Context: an optimization exercise on an open-source flow, tuned for small area, a short achievable clock period and few clock cycles per item. The choices shown serve that exercise and are no tape-out recipe. At most, simulation tests tie the RTL to the original design; equivalence was not proved. The RTL of run 1 was laid out without a check of its function. No activity file was given, so power comes from the tool's default toggle rates.

<file path="flow/flow/run.sh">
#!/bin/bash
# Standard layout, with plain buffers (not delay cells) on the ports.
export BUFFER_PORTS_ARGS="-buffer_cell sky130_fd_sc_hd__buf_2"
bash standard.sh > standard.log 2>&1
</file>
<file path="flow/standard.sh">
#!/bin/bash
# synth_recipe.tcl (not shown) runs the flow's synth.tcl, then flattens the netlist and writes it again
# the make line also repeats each setting of config.mk as NAME=value (left out here)
make -C /OpenROAD-flow-scripts/flow DESIGN_CONFIG=/design/flow/config.mk WORK_HOME=/design/flow/orfs CLKGATE_MAP_FILE= SYNTH_SCRIPT=/design/flow/synth_recipe.tcl "${@:-finish}"
</file>
<file path="flow/config.mk">
export PLATFORM = sky130hd
export DESIGN_NAME = cpu_top
export DESIGN_NICKNAME = cpu_top
export VERILOG_FILES = /design/flow/design.v
export SDC_FILE = /design/flow/constraint.sdc
export NUM_CORES = 4
export LEC_CHECK = 0
export CAP_MARGIN = 20
export CORE_MARGIN = 2
export CORE_UTILIZATION = 40
export PLACE_DENSITY = 0.6
export SETUP_SLACK_MARGIN = 2.45
export SLEW_MARGIN = 20
</file>
<file path="flow/constraint.sdc">
create_clock -name core_clock -period 5.0 [get_ports {clk}]
set_input_delay 1.0000 -clock core_clock [delete_from_list [all_inputs] [get_ports {clk}]]
set_output_delay 1.0000 -clock core_clock [all_outputs]
set_load 0.01 [all_outputs]
</file>
<file path="flow/design.v">
`default_nettype none
package cpu_pkg;
    localparam int data_width     = 16;
    localparam int addr_width     = 9;     
    localparam int reg_addr_width = 4;
    localparam int num_regs       = 16;
    localparam logic [3:0] reg_move = 4'b0010;
    localparam logic [2:0] op_load = 3'b000;
    localparam logic [2:0] op_jump = 3'b001;
    localparam logic [2:0] op_store = 3'b010;
    localparam logic [2:0] op_load_imm = 3'b011;
    localparam logic [2:0] op_branch = 3'b100;
    localparam logic [2:0] op_add_imm = 3'b101;
    localparam logic [2:0] op_sub_imm = 3'b110;
    localparam logic [2:0] op_reg = 3'b111;
    localparam logic [3:0] alu_add = 4'd0;
    localparam logic [3:0] alu_sub = 4'd1;
    localparam logic [3:0] alu_and = 4'd3;
    localparam logic [3:0] alu_or = 4'd4;
    localparam logic [3:0] alu_xor = 4'd5;
    localparam logic [3:0] alu_not = 4'd6;
    localparam logic [3:0] alu_neg = 4'd7;
    localparam logic [3:0] alu_cmp = 4'd8;
    localparam logic [1:0] cond_eq = 2'd0;
    localparam logic [1:0] cond_ne = 2'd1;
    localparam logic [1:0] cond_lt = 2'd2;
    localparam logic [1:0] cond_gt = 2'd3;
    localparam logic [1:0] bus_idle = 2'd0;
    localparam logic [1:0] bus_fetch = 2'd1;
    localparam logic [1:0] bus_data = 2'd2;
endpackage
`default_nettype wire
`default_nettype none
module ks_adder
#(
    parameter int W = 16
)
(
    input  logic [W-1:0] a,
    input  logic [W-1:0] b,
    input  logic         ci,
    output logic [W-1:0] sum,
    output logic         co
);
    localparam int L = (W <= 2) ? 1 : (W <= 4) ? 2 : (W <= 8) ? 3 : (W <= 16) ? 4 : (W <= 32) ? 5 : 6;
    logic [W-1:0] g [L+1];
    logic [W-1:0] p [L+1];
    logic [W:0]   c;
    assign g[0] = a & b;
    assign p[0] = a ^ b;
    for (genvar l = 0; l < L; l++)
    begin : g_lvl
        for (genvar i = 0; i < W; i++)
        begin : g_bit
            if (i >= (1 << l))
            begin : g_op
                assign g[l+1][i] = g[l][i] | (p[l][i] & g[l][i-(1<<l)]);
                assign p[l+1][i] = p[l][i] & p[l][i-(1<<l)];
            end
            else
            begin : g_pass
                assign g[l+1][i] = g[l][i];
                assign p[l+1][i] = p[l][i];
            end
        end
    end
    assign c[0] = ci;
    for (genvar i = 0; i < W; i++)
    begin : g_c
        assign c[i+1] = g[L][i] | (p[L][i] & ci);
    end
    assign sum = p[0] ^ c[W-1:0];
    assign co  = c[W];
endmodule
`default_nettype wire
`default_nettype none
import cpu_pkg::*;
module cpu_top
(
    input  logic                  clk,
    input  logic                  rst,
    input  logic [data_width-1:0] mem_data_out,
    input  logic                  mem_cplt,
    output logic [addr_width-1:0] mem_addr,
    output logic [data_width-1:0] mem_data_in,
    output logic                  mem_r_en,
    output logic                  mem_w_en
);
    logic [8:0]  ba;         
    logic        bre;        
    logic        bwe;        
    logic        bdat;       
    logic        stp;        
    logic        wct;        
    logic [15:0] ir;
    logic [8:0]  pcn;        
    logic [8:0]  tgt;        
    logic [1:0]  es;         
    logic [15:0] a;
    logic [15:0] b;
    logic        wb_en;
    logic [3:0]  wb_rd;
    logic        f_eq;       
    logic        f_c;        
    logic        f_v;        
    logic        f_lt;
    logic        f_gt;
    logic        init;       
    logic        writes;     
    logic        d_cmp;      
    logic [15:0] regs [num_regs];
    logic [2:0]  wop;
    logic        w_ld;
    logic        w_st;
    logic        w_ct;
    logic        fdone;
    logic        ddone;
    assign wop   = mem_data_out[15:13];
    assign w_ld  = (wop == op_load);
    assign w_st  = (wop == op_store);
    assign w_ct  = (wop == op_jump) || (wop == op_branch);
    assign fdone = mem_cplt && !bdat;
    assign ddone = mem_cplt && bdat;
    assign mem_addr    = ba;
    assign mem_r_en    = bre;
    assign mem_w_en    = bwe;
    assign mem_data_in = a;
    logic       w_cond;
    logic       w_take;
    logic       w_hold;
    logic       i_cond;
    logic       i_ct;
    logic       i_ld;
    logic       flag_pend;
    logic [8:0] w_target;
    logic [8:0] pc_next;
    function automatic logic cond_of(input logic [1:0] c, input logic eq, input logic lt,
                                     input logic gt);
        case (c)
            cond_eq: cond_of = eq;
            cond_ne: cond_of = !eq;
            cond_lt: cond_of = lt;
            default: cond_of = gt;
        endcase
    endfunction
    assign flag_pend = (es == 2'd3) && d_cmp;     
    assign f_lt      = f_v && !f_c;
    assign f_gt      = f_c && !f_eq;
    assign w_cond    = cond_of(mem_data_out[12:11], f_eq, f_lt, f_gt);
    assign w_take    = (wop == op_jump) || ((wop == op_branch) && w_cond && !flag_pend);
    assign w_hold    = (wop == op_branch) && flag_pend;
    ks_adder #(.W(9)) u_wadd
    (
        .a   (ba),
        .b   (mem_data_out[8:0]),
        .ci  (1'b0),
        .sum (w_target),
        .co  ()
    );
    assign i_cond  = cond_of(ir[12:11], f_eq, f_lt, f_gt);
    assign i_ct    = (ir[15:13] == op_jump) || ((ir[15:13] == op_branch) && i_cond);
    assign i_ld    = (ir[15:13] == op_load);
    assign pc_next = i_ct ? tgt : pcn;
    always_ff @(posedge clk or posedge rst)
    begin
        if (rst)
        begin
            ba   <= '0;
            bre  <= 1'b1;
            bwe  <= 1'b0;
            bdat <= 1'b0;
            stp  <= 1'b0;
            wct  <= 1'b0;
        end
        else if (fdone && stp)
        begin
            ba   <= ir[12:4];
            bre  <= 1'b0;
            bwe  <= 1'b1;
            bdat <= 1'b1;
            stp  <= 1'b0;
        end
        else if (fdone)
        begin
            if (w_ld)
            begin
                ba   <= mem_data_out[12:4];
                bdat <= 1'b1;
            end
            else if (w_take)
                ba <= w_target;
            else if (w_hold)
            begin
                bre <= 1'b0;
                wct <= 1'b1;
            end
            else
                ba <= ba + 1'b1;
            if (w_st)
                stp <= 1'b1;
        end
        else if (ddone)
        begin
            bre <= 1'b1;
            bwe <= 1'b0;
            if (bwe && i_ld)
                ba <= ir[12:4];
            else
            begin
                ba   <= pc_next;
                bdat <= 1'b0;
            end
            if (bwe && (ir[15:13] == op_store))
                stp <= 1'b1;
        end
        else if (wct)
        begin
            wct <= 1'b0;
            bre <= 1'b1;
            ba  <= pc_next;
        end
    end
    always_ff @(posedge clk)
    begin
        if (fdone)
        begin
            ir  <= mem_data_out;
            pcn <= ba + 1'b1;
            tgt <= w_target;
        end
    end
    logic [15:0] rsel;
    logic [15:0] rval;
    always_ff @(posedge clk)
    begin
        if (fdone)
            rsel <= 16'd1 << mem_data_out[3:0];
        else if (ddone && bwe)
            rsel <= 16'd1 << ir[3:0];
        else if (es == 2'd1)
            rsel <= 16'd1 << ir[7:4];
    end
    always_comb
    begin
        rval = '0;
        for (int i = 0; i < num_regs; i++)
            rval = rval | ({16{rsel[i]}} & regs[i]);
    end
    logic fwd1;
    always_ff @(posedge clk)
    begin
        if (fdone)
            fwd1 <= (es == 2'd3) && writes && (ir[3:0] == mem_data_out[3:0]);
        else if (ddone && bwe)
            fwd1 <= 1'b0;
    end
    logic [2:0]  op;
    logic [3:0]  fn;
    logic        is_reg;
    logic        k_add, k_sub, k_and, k_or, k_xor, k_not, k_neg, k_cmp, k_mov;
    logic        k_ldb, k_addi, k_subi;
    assign op     = ir[15:13];
    assign fn     = ir[11:8];
    assign is_reg = (op == op_reg) && !ir[12];
    assign k_add  = is_reg && (fn == alu_add);
    assign k_sub  = is_reg && (fn == alu_sub);
    assign k_and  = is_reg && (fn == alu_and);
    assign k_or   = is_reg && (fn == alu_or);
    assign k_xor  = is_reg && (fn == alu_xor);
    assign k_not  = is_reg && (fn == alu_not);
    assign k_neg  = is_reg && (fn == alu_neg);
    assign k_cmp  = is_reg && (fn == alu_cmp);
    assign k_mov  = (op == op_reg) && ir[12] && (fn == reg_move);
    assign k_ldb  = (op == op_load_imm);
    assign k_addi = (op == op_add_imm);
    assign k_subi = (op == op_sub_imm);
    logic d_keep_hi;     
    logic d_keep_lo;     
    logic d_neg_a;       
    logic d_b_reg;       
    logic d_b_inv;       
    logic d_cin;         
    logic d_r_sum;       
    logic d_r_and;
    logic d_r_or;
    logic d_r_xor;
    always_ff @(posedge clk)
    begin
        d_keep_hi <= !(k_mov || (k_ldb && ir[12]));
        d_keep_lo <= !(k_mov || (k_ldb && !ir[12]));
        d_neg_a   <= k_neg;
        d_b_reg   <= k_add || k_sub || k_and || k_or || k_xor || k_cmp || k_mov;
        d_b_inv   <= k_sub || k_cmp;
        d_cin     <= k_sub || k_cmp || k_subi || k_neg;
        d_r_sum   <= k_add || k_sub || k_addi || k_subi || k_neg || k_mov;
        d_r_and   <= k_and;
        d_r_or    <= k_or || k_ldb;
        d_r_xor   <= k_xor || k_not;
        d_cmp     <= k_cmp;
    end
    logic [15:0] konst;
    always_comb
    begin
        case (ir[15:13])
            op_load_imm: konst = ir[12] ? {ir[11:4], 8'h00} : {8'h00, ir[11:4]};
            op_add_imm:  konst = {7'b0, ir[12:4]};
            op_sub_imm:  konst = ~{7'b0, ir[12:4]};
            default:     konst = k_not ? 16'hffff : 16'h0;
        endcase
    end
    always_ff @(posedge clk)
    begin
        if (es == 2'd1)
            b <= konst;
        else if (es == 2'd2 && d_b_reg)
            b <= rval ^ {16{d_b_inv}};
    end
    logic [16:0] sum;
    logic [15:0] alu;
    ks_adder #(.W(16)) u_add
    (
        .a   (a),
        .b   (b),
        .ci  (d_cin),
        .sum (sum[15:0]),
        .co  (sum[16])
    );
    assign alu    = ({16{d_r_sum}} & sum[15:0]) | ({16{d_r_and}} & (a & b)) |
                    ({16{d_r_or}} & (a | b)) | ({16{d_r_xor}} & (a ^ b));
    assign writes = d_r_sum || d_r_and || d_r_or || d_r_xor;
    always_ff @(posedge clk or posedge rst)
    begin
        if (rst)
        begin
            es    <= 2'd0;
            wb_en <= 1'b0;
            a     <= '0;
            f_eq  <= 1'b0;
            f_c   <= 1'b0;
            f_v   <= 1'b0;
            init  <= 1'b1;
        end
        else
        begin
            init  <= 1'b0;
            wb_en <= 1'b0;
            if ((fdone && !stp) || (ddone && bwe))
                es <= 2'd1;
            else if (es != 2'd0)
                es <= es + 2'd1;
            if (ddone && !bwe)
            begin
                a     <= mem_data_out;
                wb_en <= 1'b1;
            end
            else if (es == 2'd3 && writes)
            begin
                a     <= alu;
                wb_en <= 1'b1;
            end
            else if (es == 2'd1 && !fwd1)
                a <= rval;
            else if (es == 2'd2)
                a <= (a & {{8{d_keep_hi}}, {8{d_keep_lo}}}) ^ {16{d_neg_a}};
            if (es == 2'd3 && d_cmp)
            begin
                f_eq <= &(a ^ b);     
                f_c  <= sum[16];
                f_v  <= 1'b1;
            end
        end
    end
    always_ff @(posedge clk)
    begin
        wb_rd <= ir[3:0];
    end
    always_ff @(posedge clk)
    begin
        for (int i = 0; i < num_regs; i++)
            if (init || (wb_en && wb_rd == 4'(i)))
                regs[i] <= a;
    end
endmodule
`default_nettype wire
</file>
==> reports/results.txt, run 1 <==
status - finished clean
Die X - 211 µm
syn avg cell area - 12.7 µm²
first-pass GRT wire length - 77,400 µm
Critical Path RT - 5.43 ns
antenna violations before repair - 1
synthesized flop and latch total - 375
fraction of the yosys area taken by sequential cells - 63.7%
Max-slew headroom - 19.8%
detailed placer's ending HPWL - 31,400 µm
routed via count divided by cell count - 6.04
post-route clock period utilization - 51.4%
maximum buffer depth of the clock tree - 3
most used flip-flop cell after synthesis - sky130_fd_sc_hd__edfxtp_1
Sequential Power Share - 38.8%
portion of total power attributed to the clock network - 21.2%
final standard cell area without fillers - 20,400 µm²
distinct cell type count after synthesis - 79
Static Leakage - 7.29 nW
clock tree root driver cell - sky130_fd_sc_hd__clkbuf_16
area of the mapped netlist - 17,200 µm²
antenna cells - 0
worst min-delay path startpoint - ir[0]
Critical Path Fanout Max - 20
source of the critical timing path - a[4]
relative contribution of combinational cells to total power - 40.0%
switching power summed over all nets - 5.37 mW
worst vdd ir - 334 µV
total wire length after detailed routing - 52,600 µm
flip-flop count of the largest register, all copies and words added - 256
number of global-route vias before repair - 11,946
pins over their slew limit - 0
switching power share of the total - 37.8%
asr flop ratio synth - 9.87%
nature of the critical path startpoint - flip-flop
internal power - 8.83 mW
total of fill cells in the finished design - 3,748
Fmax achieved - 0.389 GHz
average wire per cell in the routed design - 25.8 µm
Final Hold Viols - 0
post-placement worst setup slack - 1.77 ns
leading post-synthesis cells by instance count - sky130_fd_sc_hd__edfxtp_1, sky130_fd_sc_hd__nand2_1, sky130_fd_sc_hd__nor2_1, sky130_fd_sc_hd__a21oi_1
floorplan die height - 211 µm
die area - 44,600 µm²
cell taking the most area after synthesis - sky130_fd_sc_hd__edfxtp_1
launching point of the worst reg2reg path - a[4]
fraction of post-synthesis cell area in the top cell type by area - 56.5%
worst-skew pair later-pin latency - 0.56 ns
count of input and output buffers - 45
vias after detailed routing - 12,316
power density normalized to cell area - 696 nW/µm²
initial core utilization - 40.7%
count of boundary I/O pins - 46
synthesized instance count - 1,353
cell types with the largest area share after synthesis - sky130_fd_sc_hd__edfxtp_1, sky130_fd_sc_hd__dfrtp_1, sky130_fd_sc_hd__ha_1, sky130_fd_sc_hd__a22oi_1, sky130_fd_sc_hd__xnor2_1
Clk pin slew, worst setup/hold paths - 0.06 ns
# rows - 75
drc violations - 0
area post-placement - 18,200 µm²
final weighted congestion of routability-driven global placement - 0.904
number of buffers created by CTS - 41
ratio of cells with drive above 1 in the final layout - 20.2%
type of the most critical hold path - flip-flop to flip-flop
Max-cap violations - 0
Clock Sink Count - 375
transition at the pin with the smallest max-transition slack - 1.20 ns
final setup vio count - 0
crit path DAT - 3.00 ns
clock tree skew after final layout - 0.0155 ns
post-layout minimum cycle time - 2.57 ns
syn_nets - 1,419
Setup Total Neg Slack - 0 ns
initial detailed-routing violation count - 1,359
number of nets still failing antenna checks after routing - 0
number of placed instances, taps included - 1,886
CTS tree - done
Critical Path Sink Type - flip-flop
1st-pass router iterations - 5
kind of critical path - flip-flop to flip-flop
register containing the most flip-flops in the final layout - regs
most frequently used cell type in the post-synthesis netlist - sky130_fd_sc_hd__edfxtp_1
largest net degree at the start of global routing - 38
setup repair after global routing missed its margin - true
number of nets in the layout - 1,533
GR Util All Layers - 23.5%
fin worst setup slack - 2.43 ns
layout-stage area growth over the synthesis result - 18.8%
number of warning messages in the yosys log - 8
core outline area - 42,100 µm²
EDFF count, synth - 323
post-cts hold buffer count - 0
non-filler cells in the finished layout - 2,038
CTS H-tree depth - 2
global route total overflow - 0
-- logic make-up (layout without fill, tap and decap cells) --
kind of cell / count (synthesis) / after routing / synth area share [%]
DFF: 375 / 375 / 63.7
other: 1 / 1 / 0.0218
AOI/OAI and AO/OA: 404 / 404 / 16.7
buffers and inverters: 135 / 281 / 3.02
muxes: 17 / 17 / 1.03
adders and majority gates: 47 / 47 / 3.51
and+or+nand+nor: 313 / 313 / 8.95
xor gates and xnor gates: 61 / 61 / 3.11
-- routing by layer --
metal	GRT usage, %	routed length [µm]	up-vias
met5	0	0	-
met4	7.38	1450	0
met3	2.93	4000	94
met2	38.0	24700	565
met1	33.0	22400	6205
li1	-	-	5452
-- cell type report --
type	instances	area [µm²]	area share (%)
Sequential cell	375	11000	53.7
Multi-Input combinational cell	843	6110	29.9
Timing Repair Buffer	146	1090	5.32
Clock buffer	51	1070	5.26
Tap cell	539	674	3.31
Clock inverter	24	263	1.29
Inverter	58	224	1.10
Timing Repair inverter	2	10.0	0.0491
-- critical path: stages (launching register included) --
cell and delay [ns]:
sky130_fd_sc_hd__dfrtp_1 0.38, sky130_fd_sc_hd__buf_12 0.17, sky130_fd_sc_hd__inv_1 0.08, sky130_fd_sc_hd__ha_1 0.34
sky130_fd_sc_hd__or2_2 0.35, sky130_fd_sc_hd__o31a_1 0.13, sky130_fd_sc_hd__nand4_1 0.14, sky130_fd_sc_hd__nand2_1 0.14
sky130_fd_sc_hd__or3_1 0.37, sky130_fd_sc_hd__a311oi_1 0.28, sky130_fd_sc_hd__nor3_1 0.07
-- cell usage in the layout (no fill, tap or decap), types with 30 or more instances in the layout --
cell,synthesis,final
sky130_fd_sc_hd__buf_4,1,92
sky130_fd_sc_hd__a221oi_1,44,41
sky130_fd_sc_hd__xnor2_1,47,46
sky130_fd_sc_hd__a21oi_1,77,76
sky130_fd_sc_hd__nand3_1,44,44
sky130_fd_sc_hd__a22o_1,40,40
sky130_fd_sc_hd__a22oi_1,65,65
sky130_fd_sc_hd__nor2_1,85,83
sky130_fd_sc_hd__edfxtp_1,323,323
sky130_fd_sc_hd__inv_1,58,52
sky130_fd_sc_hd__clkbuf_16,0,41
sky130_fd_sc_hd__buf_2,7,45
sky130_fd_sc_hd__nand2_1,87,82
sky130_fd_sc_hd__o21ai_0,64,53
sky130_fd_sc_hd__ha_1,45,30
-- repair_timing --
action | CTS | global route
gates cloned | 1 | 1
setup endpoints to repair | 59 | 64
resized for setup | 25 | 41
pin swaps | 4 | 10
buffers inserted | 54 | 20
-- power groups by stage --
stage          Sequential, mW  Combinational [mW]  Clock [mW]
2_1_floorplan            5.35                3.28           0
4_1_cts                  5.57                5.20        3.05
5_1_grt                  5.61                6.12        3.18
3_5_place_dp             5.99                4.37           0
6_report                 5.51                5.68        3.01
3_3_place_gp             5.94                4.33           0
-- final timing paths --
kind / slack, ns / end / cells past startpoint
max: 2.43 / a[15] / 10
max reg2reg: 2.43 / a[15] / 10
min reg2reg: 0.44 / wb_rd[0] / 0
min in group asynchronous: 0.65 / ba[7] / 2
max in group asynchronous: 3.64 / a[9] / 2
min: 0.44 / wb_rd[0] / 0
-- through the flow --
| stage | utilization [%] | hold slack (ns) | total power [mW] |
|---|---|---|---|
| after CTS | 47.6 | 0.444 | 13.8 |
| final | 48.4 | 0.443 | 14.2 |
| after global routing | 48.4 | 0.474 | 14.9 |
| after detailed placement | 43.1 | 0.429 | 10.4 |
| after global placement | 43.1 | 0.424 | 10.3 |
| after floorplan | - | 0.382 | 8.63 |
==> inputs of run 2 (changes only) <==
--- a/flow/design.v
+++ b/flow/design.v
@@ -42,15 +42,15 @@
     output logic [W-1:0] sum,
     output logic         co
 );
-    localparam int L = (W <= 2) ? 1 : (W <= 4) ? 2 : (W <= 8) ? 3 : (W <= 16) ? 4 : (W <= 32) ? 5 : 6;
-    logic [W-1:0] g [L+1];
-    logic [W-1:0] p [L+1];
-    logic [W:0]   c;
-    assign g[0] = a & b;
-    assign p[0] = a ^ b;
+    localparam int N = W + 1;     
+    localparam int L = (N <= 2) ? 1 : (N <= 4) ? 2 : (N <= 8) ? 3 : (N <= 16) ? 4 : (N <= 32) ? 5 : 6;
+    logic [N-1:0] g [L+1];
+    logic [N-1:0] p [L+1];
+    assign g[0] = {a & b, ci};
+    assign p[0] = {a ^ b, 1'b0};
     for (genvar l = 0; l < L; l++)
     begin : g_lvl
-        for (genvar i = 0; i < W; i++)
+        for (genvar i = 0; i < N; i++)
         begin : g_bit
             if (i >= (1 << l))
             begin : g_op
@@ -64,13 +64,8 @@
             end
         end
     end
-    assign c[0] = ci;
-    for (genvar i = 0; i < W; i++)
-    begin : g_c
-        assign c[i+1] = g[L][i] | (p[L][i] & ci);
-    end
-    assign sum = p[0] ^ c[W-1:0];
-    assign co  = c[W];
+    assign sum = p[0][N-1:1] ^ g[L][N-2:0];
+    assign co  = g[L][N-1];
 endmodule
 `default_nettype wire
 `default_nettype none
@@ -237,7 +232,7 @@
             rsel <= 16'd1 << mem_data_out[3:0];
         else if (ddone && bwe)
             rsel <= 16'd1 << ir[3:0];
-        else if (es == 2'd1)
+        else
             rsel <= 16'd1 << ir[7:4];
     end
     always_comb
@@ -310,10 +305,7 @@
     end
     always_ff @(posedge clk)
     begin
-        if (es == 2'd1)
-            b <= konst;
-        else if (es == 2'd2 && d_b_reg)
-            b <= rval ^ {16{d_b_inv}};
+        b <= d_b_reg ? (rval ^ {16{d_b_inv}}) : konst;
     end
     logic [16:0] sum;
     logic [15:0] alu;
@@ -325,9 +317,25 @@
         .sum (sum[15:0]),
         .co  (sum[16])
     );
-    assign alu    = ({16{d_r_sum}} & sum[15:0]) | ({16{d_r_and}} & (a & b)) |
-                    ({16{d_r_or}} & (a | b)) | ({16{d_r_xor}} & (a ^ b));
+    logic [15:0] a_other;
+    logic        a_sum;
+    assign alu     = ({16{d_r_and}} & (a & b)) | ({16{d_r_or}} & (a | b)) |
+                     ({16{d_r_xor}} & (a ^ b));
+    assign a_sum   = (es == 2'd3) && d_r_sum && !(ddone && !bwe);
     assign writes = d_r_sum || d_r_and || d_r_or || d_r_xor;
+    always_comb
+    begin
+        if (ddone && !bwe)
+            a_other = mem_data_out;
+        else if (es == 2'd3 && writes)
+            a_other = alu;
+        else if (es == 2'd1 && !fwd1)
+            a_other = rval;
+        else if (es == 2'd2)
+            a_other = (a & {{8{d_keep_hi}}, {8{d_keep_lo}}}) ^ {16{d_neg_a}};
+        else
+            a_other = a;
+    end
     always_ff @(posedge clk or posedge rst)
     begin
         if (rst)
@@ -348,20 +356,9 @@
                 es <= 2'd1;
             else if (es != 2'd0)
                 es <= es + 2'd1;
-            if (ddone && !bwe)
-            begin
-                a     <= mem_data_out;
+            if ((ddone && !bwe) || (es == 2'd3 && writes))
                 wb_en <= 1'b1;
-            end
-            else if (es == 2'd3 && writes)
-            begin
-                a     <= alu;
-                wb_en <= 1'b1;
-            end
-            else if (es == 2'd1 && !fwd1)
-                a <= rval;
-            else if (es == 2'd2)
-                a <= (a & {{8{d_keep_hi}}, {8{d_keep_lo}}}) ^ {16{d_neg_a}};
+            a <= a_sum ? sum[15:0] : a_other;
             if (es == 2'd3 && d_cmp)
             begin
                 f_eq <= &(a ^ b);     
--- a/flow/config.mk
+++ b/flow/config.mk
@@ -8,6 +8,8 @@
 export CAP_MARGIN = 20
 export CORE_MARGIN = 2
 export CORE_UTILIZATION = 40
+export CTS_CLUSTER_DIAMETER = 100
+export CTS_CLUSTER_SIZE = 25
 export PLACE_DENSITY = 0.6
 export SETUP_SLACK_MARGIN = 2.45
 export SLEW_MARGIN = 20
==> run 2 against run 1 <==
Net effect: maximum frequency increased by 4.3%; global-route usage decreased by 0.92 points; combinational power decreased by about 30%; largest cell class unchanged; clock skew increased by 0.0096 ns; count of clock-buffer cells in the layout decreased by 20; sequential power about the same; via count decreased by 3.1%; final area decreased by 8.0%; clock power decreased by about 40%; flip-flop and latch count unchanged; register-to-register slack improved by 0.11 ns; synthesized cell count increased by 1.1%.
==> reports/results.txt, run 2 <==
Fmax achieved - 0.406 GHz
post-route clock period utilization - 49.3%
status - finished clean
number of nets in the layout - 1,467
number of global-route vias before repair - 11,180
antenna violations before repair - 0
count of input and output buffers - 45
fraction of post-synthesis cell area in the top cell type by area - 51.7%
non-filler cells in the finished layout - 1,954
1st-pass router iterations - 6
Cells on Worst Hold Path - 0
most used flip-flop cell after synthesis - sky130_fd_sc_hd__edfxtp_1
fraction of the yosys area taken by sequential cells - 62.7%
CTS tree - done
initial detailed-routing violation count - 1,325
total wire length after detailed routing - 50,600 µm
number of placed instances, taps included - 1,892
cell taking the most area after synthesis - sky130_fd_sc_hd__edfxtp_1
leading post-synthesis cells by instance count - sky130_fd_sc_hd__edfxtp_1, sky130_fd_sc_hd__nand2_1, sky130_fd_sc_hd__nor2_1, sky130_fd_sc_hd__clkbuf_1, sky130_fd_sc_hd__inv_1
die area - 43,900 µm²
clock tree root driver cell - sky130_fd_sc_hd__clkbuf_16
Max-slew headroom - 24.8%
antenna cells - 0
source of the critical timing path - mem_data_out[0]
maximum buffer depth of the clock tree - 3
GR Util All Layers - 22.5%
worst vdd ir - 245 µV
synthesized instance count - 1,368
pins over their slew limit - 0
CTS H-tree depth - 1
crit path DAT - 2.92 ns
type of the most critical hold path - flip-flop to flip-flop
area post-placement - 17,800 µm²
Static Leakage - 6.82 nW
commonest non-fill, non-tap cells in the layout - sky130_fd_sc_hd__edfxtp_1, sky130_fd_sc_hd__nand2_1, sky130_fd_sc_hd__nor2_1, sky130_fd_sc_hd__inv_1, sky130_fd_sc_hd__a21oi_1
final weighted congestion of routability-driven global placement - 0.890
global route total overflow - 0
Clk pin slew, worst setup/hold paths - 0.10 ns
fraction of the core area covered by cells at the end of the flow - 44.8%
detailed placer's ending HPWL - 31,200 µm
termination of the worst setup path - ba[8]
asr flop ratio synth - 9.87%
area of the mapped netlist - 16,900 µm²
routed via count divided by cell count - 6.11
power density normalized to cell area - 603 nW/µm²
endpoint of the lowest-slack register-to-register path - a[14]
Clock Sink Count - 375
distinct cell type count after synthesis - 78
EDFF count, synth - 291
Setup Total Neg Slack - 0 ns
number of warning messages in the yosys log - 8
layout-stage area growth over the synthesis result - 10.9%
nature of the critical path startpoint - input pin
post-cts hold buffer count - 0
drc violations - 0
clock tree skew after final layout - 0.0251 ns
largest net degree at the start of global routing - 41
Critical Path Fanout Max - 5
final setup vio count - 0
kind of critical path - input pin to flip-flop
Die X - 210 µm
count of boundary I/O pins - 46
Final Hold Viols - 0
average wire per cell in the routed design - 25.9 µm
final standard cell area without fillers - 18,800 µm²
worst reg-to-reg setup slack - 2.54 ns
flip-flop count of the largest register, all copies and words added - 256
number of buffers created by CTS - 20
syn_nets - 1,434
initial core utilization - 40.4%
path depth of the worst reg2reg path - 7
synthesized flop and latch total - 375
cell types with the largest area share after synthesis - sky130_fd_sc_hd__edfxtp_1, sky130_fd_sc_hd__dfxtp_1, sky130_fd_sc_hd__dfrtp_1, sky130_fd_sc_hd__ha_1, sky130_fd_sc_hd__a221oi_1
number of nets still failing antenna checks after routing - 0
launching point of the worst reg2reg path - rsel[3]
Critical Path RT - 5.45 ns
register containing the most flip-flops in the final layout - regs
# rows - 75
most common cell after layout, fill and taps aside - sky130_fd_sc_hd__edfxtp_1
floorplan die height - 210 µm
worst-skew pair later-pin latency - 0.55 ns
Max-cap violations - 0
vias after detailed routing - 11,930
ratio of cells with drive above 1 in the final layout - 14.6%
post-layout minimum cycle time - 2.46 ns
transition at the pin with the smallest max-transition slack - 1.12 ns
most frequently used cell type in the post-synthesis netlist - sky130_fd_sc_hd__edfxtp_1
Critical Path Sink Type - flip-flop
syn avg cell area - 12.4 µm²
first-pass GRT wire length - 73,700 µm
total chip power - 11.3 mW
setup repair after global routing missed its margin - true
core outline area - 41,900 µm²
==> run 2: changes by cell type in the layout (fill, tap and decap cells not counted), moves of 15 or more <==
cell,delta
sky130_fd_sc_hd__dfxtp_2,+15
sky130_fd_sc_hd__inv_1,+16
sky130_fd_sc_hd__a221oi_1,+15
sky130_fd_sc_hd__a21oi_1,-15
sky130_fd_sc_hd__dfxtp_1,+17
sky130_fd_sc_hd__edfxtp_1,-32
sky130_fd_sc_hd__buf_4,-44
sky130_fd_sc_hd__nand2_1,+22
sky130_fd_sc_hd__a22oi_1,-18
sky130_fd_sc_hd__a222oi_1,+16
sky130_fd_sc_hd__clkbuf_16,-21
==> run 2: stage by stage <==
step / hold WS, ns / setup WS, ns
floorplan: 0.390 / 2.30
global route: 0.476 / 2.34
finish: 0.460 / 2.54
detailed placement: 0.430 / 1.91
global placement: 0.434 / 1.95
CTS: 0.453 / 2.45
==> run 2: cells by family (layout without fill, tap and decap cells) <==
kind of cell | count (synthesis) | count (layout) | share of synthesized area (%)
compound gates | 401 | 401 | 17.2
flops | 375 | 375 | 62.7
simple gates | 310 | 310 | 8.70
buf+inv | 155 | 202 | 3.60
xor+xnor | 63 | 63 | 3.26
fa+ha+maj | 47 | 47 | 3.57
mux | 16 | 16 | 0.962
other cells | 1 | 1 | 0.0222
==> run 2: layout make-up <==
| cell class | instances | area [µm²] |
|---|---|---|
| timing repair inverter | 1 | 5.00 |
| inverter | 72 | 274 |
| fill | 3850 | 23100 |
| clock buffer | 31 | 542 |
| clock inverter | 5 | 75.1 |
| tap | 539 | 674 |
| timing repair buffer | 93 | 601 |
| sequential | 375 | 10700 |
| multi-input combinational | 838 | 5920 |
==> run 2: what timing repair did <==
action,CTS,global route
buffers inserted,17,8
endpoints found under the setup margin,48,32
gates cloned,0,1
gates resized for setup,36,25
pin swaps,2,8
==> run 2: how the worst min path moves through the flow <==
stage                     start        to  slack [ns]
after floorplan           ir[1]  wb_rd[1]        0.39
after global placement    ir[1]  wb_rd[1]        0.43
after detailed placement  ir[3]  wb_rd[3]        0.43
after CTS                 ir[3]  wb_rd[3]        0.45
after global routing      ir[2]  wb_rd[2]        0.48
final                     ir[3]  wb_rd[3]        0.46
==> run 2: where the power goes <==
| part | internal [mW] | total, mW | switching [mW] |
|---|---|---|---|
| sequential | 4.67 | 5.51 | 0.842 |
| combinational | 1.54 | 3.99 | 2.46 |
| clock | 0.785 | 1.81 | 1.02 |
==> run 2: layer usage <==
metal | track usage, % | vias up | routed length (µm)
met1 | 32.8 | 5968 | 21500
met2 | 34.8 | 588 | 22800
met3 | 3.73 | 101 | 4710
met4 | 6.53 | 0 | 1650
met5 | 0 | - | 0
li1 | - | 5273 | -
==> run 2: worst max-delay path: stages <==
cell and delay, ns:
sky130_fd_sc_hd__buf_4 0.14, sky130_fd_sc_hd__ha_4 0.16, sky130_fd_sc_hd__inv_2 0.04, sky130_fd_sc_hd__fa_2 0.37
sky130_fd_sc_hd__nor2b_2 0.15, sky130_fd_sc_hd__o2111a_1 0.23, sky130_fd_sc_hd__a211oi_4 0.06, sky130_fd_sc_hd__a22oi_2 0.21
sky130_fd_sc_hd__nor4b_2 0.08, sky130_fd_sc_hd__o31a_1 0.30, sky130_fd_sc_hd__a211oi_2 0.17
Testbench counts of run 2, summed over its fixed seeds: cycles 104,806, instrs 21,628.
==> inputs of run 3 (changes only) <==
--- a/flow/config.mk
+++ b/flow/config.mk
@@ -11,5 +11,5 @@
 export CTS_CLUSTER_DIAMETER = 100
 export CTS_CLUSTER_SIZE = 25
 export PLACE_DENSITY = 0.6
-export SETUP_SLACK_MARGIN = 2.45
+export SETUP_SLACK_MARGIN = 2.75
 export SLEW_MARGIN = 20
==> run 3 against run 2 <==
Net effect: die area unchanged; critical path type is now flip-flop to flip-flop; synthesized cell count unchanged; register-to-register slack worse by 0.03 ns; area after synthesis unchanged; final cell count up 4.5%; highest routed layer unchanged; clock skew up 0.0085 ns; worst hold slack better by 0.016 ns; flip-flop and latch count unchanged; critical path depth down 4; setup slack worse by 0.034 ns; first-iteration DRC count up 16%; still clean on timing, DRC and antenna.
==> reports/results.txt, run 3 <==
core outline area - 41,900 µm²
Die X - 210 µm
worst vdd ir - 331 µV
detailed placer's ending HPWL - 31,700 µm
area of the mapped netlist - 16,900 µm²
drc violations - 0
pins over their slew limit - 0
destination of the worst hold path - wb_rd[0]
clock tree skew after final layout - 0.0337 ns
Clk pin slew, worst setup/hold paths - 0.12 ns
synthesized instance count - 1,368
kind of critical path - flip-flop to flip-flop
status - finished clean
fraction of post-synthesis cell area in the top cell type by area - 51.7%
syn_nets - 1,434
Final Hold Viols - 0
most frequently used cell type in the post-synthesis netlist - sky130_fd_sc_hd__edfxtp_1
power density normalized to cell area - 624 nW/µm²
worst-skew pair later-pin latency - 0.57 ns
antenna cells - 0
CTS H-tree depth - 1
nature of the critical path startpoint - flip-flop
commonest non-fill, non-tap cells in the layout - sky130_fd_sc_hd__edfxtp_1, sky130_fd_sc_hd__buf_4, sky130_fd_sc_hd__nand2_1, sky130_fd_sc_hd__nor2_1, sky130_fd_sc_hd__inv_1
count of input and output buffers - 45
Sequential Power Share - 42.1%
clock tree root driver cell - sky130_fd_sc_hd__clkbuf_16
number of warning messages in the yosys log - 8
Cells on Worst Hold Path - 0
# rows - 75
Clock Sink Count - 375
asr flop ratio synth - 9.87%
GR Util All Layers - 24.6%
number of nets in the layout - 1,556
crit path DAT - 2.94 ns
internal power - 7.71 mW
largest net degree at the start of global routing - 38
layout-stage area growth over the synthesis result - 19.0%
setup repair after global routing missed its margin - true
launching point of the worst reg2reg path - a[5]
global route total overflow - 0
fraction of the yosys area taken by sequential cells - 62.7%
1st-pass router iterations - 7
post-layout minimum cycle time - 2.50 ns
ratio of cells with drive above 1 in the final layout - 23.9%
average wire per cell in the routed design - 27.2 µm
Setup Total Neg Slack - 0 ns
relative contribution of combinational cells to total power - 43.8%
transition at the pin with the smallest max-transition slack - 1.16 ns
post-cts hold buffer count - 0
initial detailed-routing violation count - 1,535
path depth of the worst reg2reg path - 7
most used flip-flop cell after synthesis - sky130_fd_sc_hd__edfxtp_1
initial core utilization - 40.4%
cell types with the largest area share after synthesis - sky130_fd_sc_hd__edfxtp_1, sky130_fd_sc_hd__dfxtp_1, sky130_fd_sc_hd__dfrtp_1, sky130_fd_sc_hd__ha_1, sky130_fd_sc_hd__a221oi_1
switching power summed over all nets - 4.85 mW
number of buffers created by CTS - 19
Critical Path Sink Type - flip-flop
register containing the most flip-flops in the final layout - regs
synthesized flop and latch total - 375
floorplan die height - 210 µm
vias after detailed routing - 12,473
leading post-synthesis cells by instance count - sky130_fd_sc_hd__edfxtp_1, sky130_fd_sc_hd__nand2_1, sky130_fd_sc_hd__nor2_1, sky130_fd_sc_hd__clkbuf_1, sky130_fd_sc_hd__inv_1
CTS tree - done
portion of total power attributed to the clock network - 14.1%
total wire length after detailed routing - 55,600 µm
switching power share of the total - 38.6%
number of nets still failing antenna checks after routing - 0
post-route clock period utilization - 50.0%
worst reg-to-reg setup slack - 2.50 ns
Static Leakage - 7.43 nW
cell taking the most area after synthesis - sky130_fd_sc_hd__edfxtp_1
antenna violations before repair - 0
fin worst setup slack - 2.50 ns
Max-slew headroom - 22.8%
type of the most critical hold path - flip-flop to flip-flop
worst min-delay path startpoint - ir[0]
final weighted congestion of routability-driven global placement - 0.959
Critical Path Fanout Max - 5
count of boundary I/O pins - 46
Max-cap violations - 0
flip-flop count of the largest register, all copies and words added - 256
endpoint of the lowest-slack register-to-register path - a[15]
die area - 43,900 µm²
Critical Path RT - 5.44 ns
syn avg cell area - 12.4 µm²
routed via count divided by cell count - 6.11
most common cell after layout, fill and taps aside - sky130_fd_sc_hd__edfxtp_1
maximum buffer depth of the clock tree - 3
post-placement worst setup slack - 1.88 ns
distinct cell type count after synthesis - 78
number of global-route vias before repair - 11,836
final setup vio count - 0
EDFF count, synth - 291
Fmax achieved - 0.400 GHz
first-pass GRT wire length - 79,200 µm
## run 3: cell count changes in the layout (fill, tap and decap cells not counted), moves of 11 or more
| cell | before | now |
|---|---|---|
| sky130_fd_sc_hd__buf_2 | 44 | 30 |
| sky130_fd_sc_hd__dfxtp_2 | 15 | 1 |
| sky130_fd_sc_hd__buf_4 | 48 | 112 |
| sky130_fd_sc_hd__buf_6 | 0 | 28 |
| sky130_fd_sc_hd__ha_1 | 38 | 27 |
| sky130_fd_sc_hd__ha_4 | 2 | 14 |
## run 3: per-stage QoR
stage	power, mW	utilization, %	hold slack (ns)	cells	instance area [µm²]
2_1_floorplan	7.79	-	0.390	1368	17000
3_3_place_gp	9.16	42.7	0.440	1898	17900
3_5_place_dp	9.23	42.7	0.448	1898	17900
4_1_cts	11.9	46.6	0.473	2013	19500
5_1_grt	13.1	48.1	0.485	2042	20100
6_report	12.6	48.1	0.476	2042	20100
## run 3: power groups by stage
stage          combinational [mW]  sequential, mW  clock [mW]
2_1_floorplan                2.56            5.23           0
3_3_place_gp                 3.61            5.54           0
3_5_place_dp                 3.64            5.59           0
4_1_cts                      4.86            5.27        1.79
5_1_grt                      5.85            5.37        1.89
6_report                     5.50            5.29        1.77
## run 3: cell families (layout without fill, tap and decap cells)
kind of cell,after synthesis,after routing,share of synthesized area (%)
AOI/OAI and AO/OA,401,401,17.2
other,1,1,0.0222
buffers and inverters,155,289,3.60
muxes,16,16,0.962
xor gates and xnor gates,63,63,3.26
DFF,375,375,62.7
and+or+nand+nor,310,311,8.70
adders and majority gates,47,47,3.57
## run 3: worst max path at each step
stage,from,to,slack [ns],cells after the start
after floorplan,mem_data_out[0],ba[8],2.31,10
after global placement,mem_data_out[0],ba[8],1.92,11
after detailed placement,mem_data_out[0],ba[8],1.88,11
after CTS,a[1],a[12],2.55,9
after global routing,a[5],a[15],2.47,7
final,a[5],a[15],2.50,7
## run 3: routing by layer
metal  track usage [%]  up-vias  wire, µm
met5                 0        -         0
met4              4.82        0      1370
met3              3.68       98      4630
met2              41.0      640     26200
met1              34.5     6293     23400
li1                  -     5442         -
## run 3: layout make-up
type,count,area [µm²]
Timing Repair inverter,1,7.51
Fill cell,3710,21700
Inverter,72,274
Tap cell,539,674
Clock inverter,4,37.5
Timing Repair Buffer,182,1530
Clock buffer,30,527
Multi-Input combinational cell,839,6380
Sequential cell,375,10700
## run 3: timing repair
| item | CTS | global route |
|---|---|---|
| gates resized for setup | 113 | 87 |
| setup buffers | 78 | 29 |
| cloned | 3 | 0 |
| pin swaps | 19 | 41 |
| setup endpoints to repair | 130 | 79 |
| hold endpoints to repair | 0 | 0 |
## run 3: worst max-delay path, stage by stage, from the launching register on
cell and delay [ns]:
sky130_fd_sc_hd__dfrtp_4 0.52, sky130_fd_sc_hd__ha_4 0.19, sky130_fd_sc_hd__or4_1 0.51, sky130_fd_sc_hd__o22a_1 0.26, sky130_fd_sc_hd__a41o_1 0.29, sky130_fd_sc_hd__a221oi_4 0.36
sky130_fd_sc_hd__or3_1 0.16, sky130_fd_sc_hd__nand3_1 0.07
==> inputs of run 4 (changes only) <==
--- a/flow/config.mk
+++ b/flow/config.mk
@@ -11,5 +11,5 @@
 export CTS_CLUSTER_DIAMETER = 100
 export CTS_CLUSTER_SIZE = 25
 export PLACE_DENSITY = 0.6
-export SETUP_SLACK_MARGIN = 2.75
+export SETUP_SLACK_MARGIN = 2.6
 export SLEW_MARGIN = 20
==> run 4 against run 3 <==
Net effect: still clean; via count is 3.4% lower; non-clock buffer count is 58 lower; combinational power is 19% lower; final area is 4.7% lower; flip-flop and latch count stayed put; total power is 7.5% lower; synthesized cell count stayed put; area after synthesis stayed put; critical path depth stayed put; largest power group is now sequential cells.
==> reports/results.txt, run 4 <==
area of the mapped netlist - 16,900 µm²
final weighted congestion of routability-driven global placement - 0.913
post-cts hold buffer count - 0
ratio of cells with drive above 1 in the final layout - 18.2%
number of global-route vias before repair - 11,332
clock tree skew after final layout - 0.0320 ns
fraction of post-synthesis cell area in the top cell type by area - 51.7%
Sequential Power Share - 46.7%
number of nets still failing antenna checks after routing - 0
CTS H-tree depth - 1
CTS tree - done
maximum buffer depth of the clock tree - 3
first-pass GRT wire length - 74,800 µm
asr flop ratio synth - 9.87%
syn_nets - 1,434
status - finished clean
nature of the critical path startpoint - flip-flop
Max-cap violations - 0
kind of cell adding the most delay to the critical path - compound AO/OA/AOI/OAI gates
Max-slew headroom - 32.7%
crit path DAT - 2.88 ns
initial detailed-routing violation count - 1,485
Die X - 210 µm
post-placement worst setup slack - 1.89 ns
worst-skew pair later-pin latency - 0.56 ns
1st-pass router iterations - 8
Setup Total Neg Slack - 0 ns
number of nets in the layout - 1,497
average wire per cell in the routed design - 26.1 µm
number of buffers created by CTS - 19
fraction of the yosys area taken by sequential cells - 62.7%
power density normalized to cell area - 606 nW/µm²
internal power - 7.21 mW
GR Util All Layers - 23.0%
switching power share of the total - 37.9%
portion of total power attributed to the clock network - 14.8%
flip-flop count of the largest register, all copies and words added - 256
Critical Path Sink Type - flip-flop
syn avg cell area - 12.4 µm²
most used flip-flop cell after synthesis - sky130_fd_sc_hd__edfxtp_1
switching power summed over all nets - 4.41 mW
type of the most critical hold path - flip-flop to flip-flop
pins over their slew limit - 0
global route total overflow - 0
Clk pin slew, worst setup/hold paths - 0.10 ns
detailed placer's ending HPWL - 31,200 µm
most frequently used cell type in the post-synthesis netlist - sky130_fd_sc_hd__edfxtp_1
die area - 43,900 µm²
vias after detailed routing - 12,047
Critical Path Fanout Max - 4
Fmax achieved - 0.410 GHz
initial core utilization - 40.4%
post-layout minimum cycle time - 2.44 ns
clock tree root driver cell - sky130_fd_sc_hd__clkbuf_16
Clock Sink Count - 375
Critical Path RT - 5.44 ns
register containing the most flip-flops in the final layout - regs
synthesized instance count - 1,368
transition at the pin with the smallest max-transition slack - 1.01 ns
slowest cell on the critical path - sky130_fd_sc_hd__or4_4
antenna cells - 0
worst path cell trace - ha_4 -> or4_4 -> o22a_4 -> a41o_1 -> a221oi_2 -> or3_1 -> nand3_1
total wire length after detailed routing - 51,500 µm
worst vdd ir - 294 µV
largest net degree at the start of global routing - 38
layout-stage area growth over the synthesis result - 13.4%
leading post-synthesis cells by instance count - sky130_fd_sc_hd__edfxtp_1, sky130_fd_sc_hd__nand2_1, sky130_fd_sc_hd__nor2_1, sky130_fd_sc_hd__clkbuf_1, sky130_fd_sc_hd__inv_1
kind of critical path - flip-flop to flip-flop
Max stage delay on crit path - 0.53 ns
Final Hold Viols - 0
final setup vio count - 0
setup repair after global routing missed its margin - true
cell types with the largest area share after synthesis - sky130_fd_sc_hd__edfxtp_1, sky130_fd_sc_hd__dfxtp_1, sky130_fd_sc_hd__dfrtp_1, sky130_fd_sc_hd__ha_1, sky130_fd_sc_hd__a221oi_1
distinct cell type count after synthesis - 78
total of fill cells in the finished design - 3,813
count of input and output buffers - 45
EDFF count, synth - 291
post-route clock period utilization - 48.8%
count of boundary I/O pins - 46
synthesized flop and latch total - 375
cell taking the most area after synthesis - sky130_fd_sc_hd__edfxtp_1
Static Leakage - 6.99 nW
fin worst setup slack - 2.56 ns
routed via count divided by cell count - 6.10
critical path buffer and inverter count - 0
drc violations - 0
most common cell after layout, fill and taps aside - sky130_fd_sc_hd__edfxtp_1
core outline area - 41,900 µm²
relative contribution of combinational cells to total power - 38.5%
floorplan die height - 210 µm
number of warning messages in the yosys log - 8
commonest non-fill, non-tap cells in the layout - sky130_fd_sc_hd__edfxtp_1, sky130_fd_sc_hd__nand2_1, sky130_fd_sc_hd__nor2_1, sky130_fd_sc_hd__buf_4, sky130_fd_sc_hd__inv_1
antenna violations before repair - 2
# rows - 75
-- run 4: cell types whose count changed in the layout (fill, tap and decap cells not counted), moves of 6 or more --
cell	previous run	this run
sky130_fd_sc_hd__buf_4	112	66
sky130_fd_sc_hd__dfrtp_2	12	4
sky130_fd_sc_hd__a21oi_2	9	3
sky130_fd_sc_hd__dfxtp_2	1	10
sky130_fd_sc_hd__buf_6	28	10
sky130_fd_sc_hd__buf_2	30	41
sky130_fd_sc_hd__a21oi_1	53	59
sky130_fd_sc_hd__dfrtp_1	10	18
sky130_fd_sc_hd__clkbuf_1	10	3
-- run 4: power by group through the flow --
stage                     Clock [mW]  Combinational (mW)  Sequential [mW]
after floorplan                    0                2.54             5.23
after global placement             0                3.56             5.55
after detailed placement           0                3.59             5.60
after CTS                       1.75                4.10             5.41
after global routing            1.86                4.82             5.52
final                           1.72                4.47             5.42
-- run 4: path summary, 6_finish.rpt --
check / start / end / slack (ns) / depth (start not counted)
worst max-delay path: a[5] / a[15] / 2.56 / 7
worst min-delay path: ir[2] / wb_rd[2] / 0.45 / 0
worst max register to register: a[5] / a[15] / 2.56 / 7
worst min register to register: ir[2] / wb_rd[2] / 0.45 / 0
max in group asynchronous: rst / a[9] / 3.66 / 2
min in group asynchronous: rst / ba[4] / 0.65 / 2
-- run 4: cell type report --
cell class	count	area, µm²	area share [%]
Timing Repair Buffer	124	913	4.76
Multi-Input combinational cell	838	6090	31.8
Timing Repair inverter	1	5.00	0.0261
Inverter	72	274	1.43
Clock inverter	3	33.8	0.176
Clock buffer	23	500	2.61
Sequential cell	375	10700	55.7
Tap cell	539	674	3.52
-- run 4: logic make-up (layout without fill, tap and decap cells) --
logic type	after synthesis	after routing	synth area share, %
AOI/OAI and AO/OA	401	401	17.2
DFF	375	375	62.7
and+or+nand+nor	310	310	8.70
buffers and inverters	155	223	3.60
xor gates and xnor gates	63	63	3.26
adders and majority gates	47	47	3.57
muxes	16	16	0.962
other	1	1	0.0222
-- run 4: per-layer routing --
layer  wire, µm  global-route usage, %  up-vias
met5         26                      0        -
met4       1390                   5.99        4
met3       4010                   3.47       90
met2      23900                   36.7      551
met1      22100                   33.0     6083
li1           -                      -     5319
-- run 4: stage by stage --
step	area [µm²]	cells	util (%)	total power, mW	hold WS, ns
CTS	18800	1958	45.0	11.3	0.455
global placement	17800	1897	42.6	9.10	0.433
global route	19200	1975	45.8	12.2	0.465
detailed placement	17800	1897	42.6	9.19	0.429
finish	19200	1975	45.8	11.6	0.453
floorplan	17000	1368	-	7.76	0.390
-- run 4: repair_timing --
action | CTS | global route
setup buffers | 34 | 16
cloned | 1 | 1
endpoints found under the setup margin | 56 | 91
pin swaps | 12 | 22
gates resized for setup | 60 | 60
endpoints found under the hold margin | 0 | 0
==> inputs of run 5 (changes only) <==
--- a/flow/design.v
+++ b/flow/design.v
@@ -89,7 +89,6 @@
     logic        wct;        
     logic [15:0] ir;
     logic [8:0]  pcn;        
-    logic [8:0]  tgt;        
     logic [1:0]  es;         
     logic [15:0] a;
     logic [15:0] b;
@@ -128,7 +127,6 @@
     logic       i_ld;
     logic       flag_pend;
     logic [8:0] w_target;
-    logic [8:0] pc_next;
     function automatic logic cond_of(input logic [1:0] c, input logic eq, input logic lt,
                                      input logic gt);
         case (c)
@@ -155,7 +153,6 @@
     assign i_cond  = cond_of(ir[12:11], f_eq, f_lt, f_gt);
     assign i_ct    = (ir[15:13] == op_jump) || ((ir[15:13] == op_branch) && i_cond);
     assign i_ld    = (ir[15:13] == op_load);
-    assign pc_next = i_ct ? tgt : pcn;
     always_ff @(posedge clk or posedge rst)
     begin
         if (rst)
@@ -186,6 +183,7 @@
                 ba <= w_target;
             else if (w_hold)
             begin
+                ba  <= w_target;
                 bre <= 1'b0;
                 wct <= 1'b1;
             end
@@ -202,7 +200,7 @@
                 ba <= ir[12:4];
             else
             begin
-                ba   <= pc_next;
+                ba   <= pcn;
                 bdat <= 1'b0;
             end
             if (bwe && (ir[15:13] == op_store))
@@ -212,7 +210,8 @@
         begin
             wct <= 1'b0;
             bre <= 1'b1;
-            ba  <= pc_next;
+            if (!i_ct)
+                ba <= pcn;
         end
     end
     always_ff @(posedge clk)
@@ -220,8 +219,7 @@
         if (fdone)
         begin
             ir  <= mem_data_out;
-            pcn <= ba + 1'b1;
-            tgt <= w_target;
+            pcn <= w_take ? w_target : ba + 1'b1;
         end
     end
     logic [15:0] rsel;
--- a/flow/config.mk
+++ b/flow/config.mk
@@ -11,5 +11,5 @@
 export CTS_CLUSTER_DIAMETER = 100
 export CTS_CLUSTER_SIZE = 25
 export PLACE_DENSITY = 0.6
-export SETUP_SLACK_MARGIN = 2.6
+export SETUP_SLACK_MARGIN = 2.7
 export SLEW_MARGIN = 20
==> run 5 against run 4 <==
Net effect: global-route usage grew 0.53 points; via count grew 2.2%; still clean on timing, DRC and antenna; final cell count grew 2.7%; sequential share of layout area shrank 3.0 points; synthesized cell count grew 1.7%.
==> reports/results.txt, run 5 <==
worst vdd ir - 247 µV
fraction of post-synthesis cell area in the top cell type by area - 50.6%
initial detailed-routing violation count - 1,513
kind of critical path - flip-flop to output port
fraction of the yosys area taken by sequential cells - 61.7%
number of buffers created by CTS - 19
crit path DAT - 1.45 ns
ratio of cells with drive above 1 in the final layout - 22.6%
worst-skew pair later-pin latency - 0.56 ns
transition at the pin with the smallest max-transition slack - 0.969 ns
power density normalized to cell area - 538 nW/µm²
floorplan die height - 209 µm
synthesized flop and latch total - 366
global route total overflow - 0
number of warning messages in the yosys log - 8
commonest non-fill, non-tap cells in the layout - sky130_fd_sc_hd__edfxtp_1, sky130_fd_sc_hd__nand2_1, sky130_fd_sc_hd__a22oi_1, sky130_fd_sc_hd__buf_4, sky130_fd_sc_hd__nor2_1
status - finished clean
leading post-synthesis cells by instance count - sky130_fd_sc_hd__edfxtp_1, sky130_fd_sc_hd__nand2_1, sky130_fd_sc_hd__a22oi_1, sky130_fd_sc_hd__nor2_1, sky130_fd_sc_hd__o21ai_0
die area - 43,500 µm²
most frequently used cell type in the post-synthesis netlist - sky130_fd_sc_hd__edfxtp_1
clock tree skew after final layout - 0.0348 ns
flip-flop count of the largest register, all copies and words added - 256
final setup vio count - 0
distinct cell type count after synthesis - 79
drc violations - 0
fin worst setup slack - 2.55 ns
antenna violations before repair - 0
post-placement worst setup slack - 1.37 ns
vias after detailed routing - 12,316
Critical Path Fanout Max - 3
synthesized instance count - 1,391
type of the most critical hold path - flip-flop to flip-flop
# rows - 74
routed via count divided by cell count - 6.07
asr flop ratio synth - 10.1%
layout-stage area growth over the synthesis result - 18.0%
final weighted congestion of routability-driven global placement - 0.869
setup repair after global routing missed its margin - true
EDFF count, synth - 282
1st-pass router iterations - 6
Critical Path RT - 4.00 ns
nature of the critical path startpoint - flip-flop
initial core utilization - 40.7%
total wire length after detailed routing - 53,200 µm
largest net degree at the start of global routing - 38
pins over their slew limit - 0
detailed placer's ending HPWL - 31,200 µm
clock tree root driver cell - sky130_fd_sc_hd__clkbuf_16
antenna cells - 0
Die X - 209 µm
syn_nets - 1,457
number of nets in the layout - 1,550
Static Leakage - 7.10 nW
CTS H-tree depth - 1
Clk pin slew, worst setup/hold paths - 0.10 ns
Clock Sink Count - 366
maximum buffer depth of the clock tree - 3
cell types with the largest area share after synthesis - sky130_fd_sc_hd__edfxtp_1, sky130_fd_sc_hd__dfxtp_1, sky130_fd_sc_hd__dfrtp_1, sky130_fd_sc_hd__a22oi_1, sky130_fd_sc_hd__ha_1
Critical Path Sink Type - output port
Setup Total Neg Slack - 0 ns
number of nets still failing antenna checks after routing - 0
average wire per cell in the routed design - 26.2 µm
CTS tree - done
area of the mapped netlist - 16,700 µm²
number of global-route vias before repair - 11,590
count of input and output buffers - 45
post-layout minimum cycle time - 2.45 ns
Max-cap violations - 0
syn avg cell area - 12.0 µm²
first-pass GRT wire length - 76,300 µm
cell taking the most area after synthesis - sky130_fd_sc_hd__edfxtp_1
count of boundary I/O pins - 46
most common cell after layout, fill and taps aside - sky130_fd_sc_hd__edfxtp_1
post-route clock period utilization - 49.0%
most used flip-flop cell after synthesis - sky130_fd_sc_hd__edfxtp_1
register containing the most flip-flops in the final layout - regs
GR Util All Layers - 23.5%
Max-slew headroom - 35.4%
Final Hold Viols - 0
Fmax achieved - 0.408 GHz
core outline area - 41,100 µm²
## run 5: cell types whose count changed after synthesis, moves of 12 or more
cell	delta
sky130_fd_sc_hd__nor2_1	+16
sky130_fd_sc_hd__a222oi_1	-12
sky130_fd_sc_hd__a22oi_1	+50
sky130_fd_sc_hd__inv_1	-16
sky130_fd_sc_hd__nand4_1	+13
sky130_fd_sc_hd__a221oi_1	-25
sky130_fd_sc_hd__a22o_1	-20
sky130_fd_sc_hd__o21ai_0	+15
## run 5: kinds of logic (layout without fill, tap and decap cells)
logic type                 count (synthesis)  count (layout)  synth area share, %
other                                      1               1               0.0224
DFF                                      366             366                 61.7
buffers and inverters                    144             250                 3.39
xor gates and xnor gates                  63              63                 3.30
AOI/OAI and AO/OA                        411             411                 17.2
and+or+nand+nor                          338             338                 9.42
adders and majority gates                 47              47                 3.60
muxes                                     21              21                 1.29
## run 5: per-stage QoR
step | instance area, µm² | total power, mW | hold WS, ns | utilization (%) | cells
global route | 19800 | 11.1 | 0.480 | 48.1 | 2029
finish | 19800 | 10.6 | 0.455 | 48.1 | 2029
detailed placement | 17700 | 7.85 | 0.436 | 43.2 | 1903
floorplan | 17000 | 6.76 | 0.390 | - | 1391
global placement | 17700 | 7.75 | 0.435 | 43.1 | 1902
CTS | 19100 | 10.1 | 0.453 | 46.4 | 1991
## run 5: power breakdown
part / internal [mW] / switching [mW] / total, mW / leakage [nW]
Clock: 0.746 / 1.01 / 1.76 / 0.270
Sequential: 4.41 / 0.509 / 4.92 / 3.57
Combinational: 1.65 / 2.31 / 3.96 / 3.26
Total: 6.80 / 3.83 / 10.6 / 7.10
## run 5: what timing repair did
item,4_1_cts,5_1_grt
gates cloned,1,5
hold endpoints to repair,0,0
setup endpoints to repair,117,52
pin swaps,23,23
buffers inserted,53,33
resized for setup,104,69
hold buffers,0,0
## run 5: worst paths after layout
kind,from,end,slack [ns],depth (start not counted)
setup / recovery,a[0],mem_data_in[0],2.55,3
max in group asynchronous,rst,a[8],3.60,2
setup reg to reg,a[5],a[13],2.56,7
hold reg to reg,ir[2],wb_rd[2],0.46,0
hold / removal,ir[2],wb_rd[2],0.46,0
min in group asynchronous,rst,ba[2],0.64,2
## run 5: routing by layer
| metal | wire (µm) | GRT usage, % | vias to the layer above |
|---|---|---|---|
| li1 | - | - | 5452 |
| met1 | 22900 | 33.7 | 6187 |
| met2 | 23800 | 36.4 | 595 |
| met3 | 4760 | 4.48 | 82 |
| met4 | 1720 | 7.24 | 0 |
| met5 | 0 | 0 | - |
## run 5: cell type report
class	count	area [µm²]
Multi-Input combinational cell	881	6520
Clock inverter	3	45.0
Inverter	55	215
Tap cell	532	666
Clock buffer	31	520
Timing Repair Buffer	160	1370
Sequential cell	366	10400
Fill cell	3691	21400
Timing Repair inverter	1	5.00
## run 5: worst max-delay path, stage by stage, from the launching register on
cell and delay, ns:
sky130_fd_sc_hd__dfrtp_4 0.52, sky130_fd_sc_hd__buf_6 0.14, sky130_fd_sc_hd__buf_6 0.12, sky130_fd_sc_hd__buf_6 0.12
Testbench counts of run 5, summed over its fixed seeds: cycles 104,806, instrs 21,628.
==> inputs of run 6 (changes only) <==
--- a/flow/config.mk
+++ b/flow/config.mk
@@ -11,5 +11,5 @@
 export CTS_CLUSTER_DIAMETER = 100
 export CTS_CLUSTER_SIZE = 25
 export PLACE_DENSITY = 0.6
-export SETUP_SLACK_MARGIN = 2.7
+export SETUP_SLACK_MARGIN = 2.55
 export SLEW_MARGIN = 20
==> run 6 against run 5 <==
Net effect: count of clock-buffer cells in the layout stayed put; critical endpoint is now mem_data_in[2]; maximum frequency is 0.30% lower; critical path depth is 1 lower; register-to-register slack better by 0.02 ns; combinational power is 13% lower; flip-flop and latch count stayed put; synthesized cell count stayed put; sequential power hardly changed; core utilization is 1.9 points lower; non-clock buffer count is 46 lower; clock power hardly changed.
==> reports/results.txt, run 6 <==
status - finished clean
leading post-synthesis cells by instance count - sky130_fd_sc_hd__edfxtp_1, sky130_fd_sc_hd__nand2_1, sky130_fd_sc_hd__a22oi_1, sky130_fd_sc_hd__nor2_1, sky130_fd_sc_hd__o21ai_0
global route total overflow - 0
power density normalized to cell area - 534 nW/µm²
cell types with the largest area share after synthesis - sky130_fd_sc_hd__edfxtp_1, sky130_fd_sc_hd__dfxtp_1, sky130_fd_sc_hd__dfrtp_1, sky130_fd_sc_hd__a22oi_1, sky130_fd_sc_hd__ha_1
largest net degree at the start of global routing - 38
Die X - 209 µm
CTS H-tree depth - 1
number of nets still failing antenna checks after routing - 0
kind of critical path - flip-flop to output port
GR Util All Layers - 22.8%
syn avg cell area - 12.0 µm²
commonest non-fill, non-tap cells in the layout - sky130_fd_sc_hd__edfxtp_1, sky130_fd_sc_hd__nand2_1, sky130_fd_sc_hd__a22oi_1, sky130_fd_sc_hd__nor2_1, sky130_fd_sc_hd__a21oi_1
detailed placer's ending HPWL - 31,000 µm
Critical Path RT - 4.00 ns
core outline area - 41,100 µm²
routed via count divided by cell count - 6.08
vias after detailed routing - 12,066
layout-stage area growth over the synthesis result - 13.3%
number of global-route vias before repair - 11,376
nature of the critical path startpoint - flip-flop
Synth Area in Compound Gates - 17.2%
distinct cell type count after synthesis - 79
synthesized instance count - 1,391
setup repair after global routing missed its margin - true
Setup Total Neg Slack - 0 ns
total chip power - 10.1 mW
pins over their slew limit - 0
total wire length after detailed routing - 51,500 µm
transition at the pin with the smallest max-transition slack - 1.09 ns
1st-pass router iterations - 6
antenna violations before repair - 0
drc violations - 0
register containing the most flip-flops in the final layout - regs
asr flop ratio synth - 10.1%
Post-Synth Simple-Gate Area - 9.42%
most frequently used cell type in the post-synthesis netlist - sky130_fd_sc_hd__edfxtp_1
fraction of the core area covered by cells at the end of the flow - 46.2%
combinational family with the most area after synthesis - compound AO/OA/AOI/OAI gates
Final Hold Viols - 0
first-pass GRT wire length - 74,100 µm
fraction of post-synthesis cell area in the top cell type by area - 50.6%
average wire per cell in the routed design - 25.9 µm
number of buffers created by CTS - 19
Critical Path Fanout Max - 10
Static Leakage - 6.73 nW
XOR/XNOR share of the synthesized area - 3.30%
arithmetic-cell share of the synthesized area counting full adders, half adders and majority gates - 3.60%
count of boundary I/O pins - 46
fraction of the yosys area taken by sequential cells - 61.7%
post-cts hold buffer count - 0
number of warning messages in the yosys log - 8
floorplan die height - 209 µm
worst vdd ir - 243 µV
Max-slew headroom - 27.0%
Critical Path Sink Type - output port
synthesized flop and latch total - 366
Fmax achieved - 0.407 GHz
die area - 43,500 µm²
most common cell after layout, fill and taps aside - sky130_fd_sc_hd__edfxtp_1
post-synthesis mux area share - 1.29%
ratio of cells with drive above 1 in the final layout - 18.2%
crit path DAT - 1.46 ns
count of input and output buffers - 45
initial detailed-routing violation count - 1,284
worst-skew pair later-pin latency - 0.57 ns
final setup vio count - 0
most used flip-flop cell after synthesis - sky130_fd_sc_hd__edfxtp_1
area of the mapped netlist - 16,700 µm²
number of nets in the layout - 1,505
Clock Sink Count - 366
post-route clock period utilization - 49.2%
# rows - 74
maximum buffer depth of the clock tree - 3
CTS tree - done
flip-flop count of the largest register, all copies and words added - 256
initial core utilization - 40.7%
cell taking the most area after synthesis - sky130_fd_sc_hd__edfxtp_1
clock tree root driver cell - sky130_fd_sc_hd__clkbuf_16
post-layout minimum cycle time - 2.46 ns
syn_nets - 1,457
clock tree skew after final layout - 0.0367 ns
Worst Hold Margin - 0.470 ns
final weighted congestion of routability-driven global placement - 0.848
Max-cap violations - 0
EDFF count, synth - 282
Clk pin slew, worst setup/hold paths - 0.11 ns
type of the most critical hold path - flip-flop to flip-flop
run 6: logic make-up (layout without fill, tap and decap cells):
group,after synthesis,in the layout
xor gates and xnor gates,63,63
muxes,21,21
AOI/OAI and AO/OA,411,412
other,1,2
adders and majority gates,47,47
and+or+nand+nor,338,338
DFF,366,366
buffers and inverters,144,204
run 6: what timing repair did:
action                                  4_1_cts  5_1_grt
setup buffers                                22       25
resized for setup                            54       53
gates cloned                                  1        1
pin swaps                                    11       11
endpoints found under the setup margin       60       39
run 6: critical path, cell delays in order (launching register included):
cell	delay [ns]
sky130_fd_sc_hd__dfrtp_4	0.53
sky130_fd_sc_hd__buf_4	0.21
sky130_fd_sc_hd__buf_2	0.16
run 6: per-layer routing:
layer | part of all wire (%) | track usage (%)
met1 | 42 | 32.4
met4 | 3.3 | 6.87
met2 | 45 | 36.2
met3 | 9.0 | 3.86
met5 | 0 | 0
run 6: worst paths after layout:
kind | depth (start not counted) | from | slack, ns | endpoint
max | 2 | a[2] | 2.54 | mem_data_in[2]
max reg2reg | 9 | a[0] | 2.58 | a[14]
max in group asynchronous | 2 | rst | 3.62 | a[3]
min in group asynchronous | 2 | rst | 0.65 | wb_en
min reg2reg | 1 | f_v | 0.47 | f_v
min | 1 | f_v | 0.47 | f_v
run 6: stage by stage:
step | cells | area (µm²) | setup slack [ns]
final | 1985 | 19000 | 2.54
after global placement | 1901 | 17600 | 1.52
after floorplan | 1391 | 16900 | 2.42
after global routing | 1984 | 19000 | 2.49
after detailed placement | 1901 | 17600 | 1.41
after CTS | 1958 | 18500 | 2.47
run 6: area by class of cell:
| type | instances | area (µm²) |
|---|---|---|
| multi-input combinational | 882 | 6290 |
| antenna | 1 | 2.50 |
| tap | 532 | 666 |
| sequential | 366 | 10400 |
| timing repair buffer | 114 | 798 |
| clock inverter | 3 | 47.5 |
| clock buffer | 31 | 542 |
| timing repair inverter | 1 | 5.00 |
| inverter | 55 | 215 |
| fill | 3750 | 22100 |
run 6: where the power goes:
| group | leakage (nW) | internal, mW | switching (mW) |
|---|---|---|---|
| combinational | 2.88 | 1.31 | 2.12 |
| sequential | 3.57 | 4.41 | 0.511 |
| clock | 0.280 | 0.770 | 1.01 |

[port drivers added, routing unchanged]
The results above use ideal ports. As a check the final layouts listed here were re-extracted and re-timed, cells and wires unchanged. Step 1 sets driving cells, clkbuf_16 on the clock port and buf_2 on the other inputs (assumed; they add their load-dependent delay and slew). Step 2 moves the port delays by t, midway between the first and last clock arrival at a register: inputs arrive t later, outputs are due t later. That takes back most of the time a late clock gives input paths. Slacks: ideal ports / drivers / drivers and shift; pairs: ideal ports / drivers.
run | shift t [ns] | setup slack, ns | worst setup path at the end
run 1 | 0.603 | 2.430 / 2.430 / 1.912 | input to register
run 2 | 0.587 | 2.536 / 2.529 / 1.966 | input to register
run 3 | 0.603 | 2.502 / 2.471 / 2.010 | input to register
run 4 | 0.595 | 2.560 / 2.560 / 2.026 | input to register
run 5 | 0.587 | 2.550 / 2.502 / 2.126 | input to register
run 6 | 0.599 | 2.542 / 2.492 / 2.025 | input to register
After both steps every run listed still meets setup and hold. For run 2, which loses most, drivers alone change the setup slack by -0.007 ns; drivers and shift together by -0.570 ns.
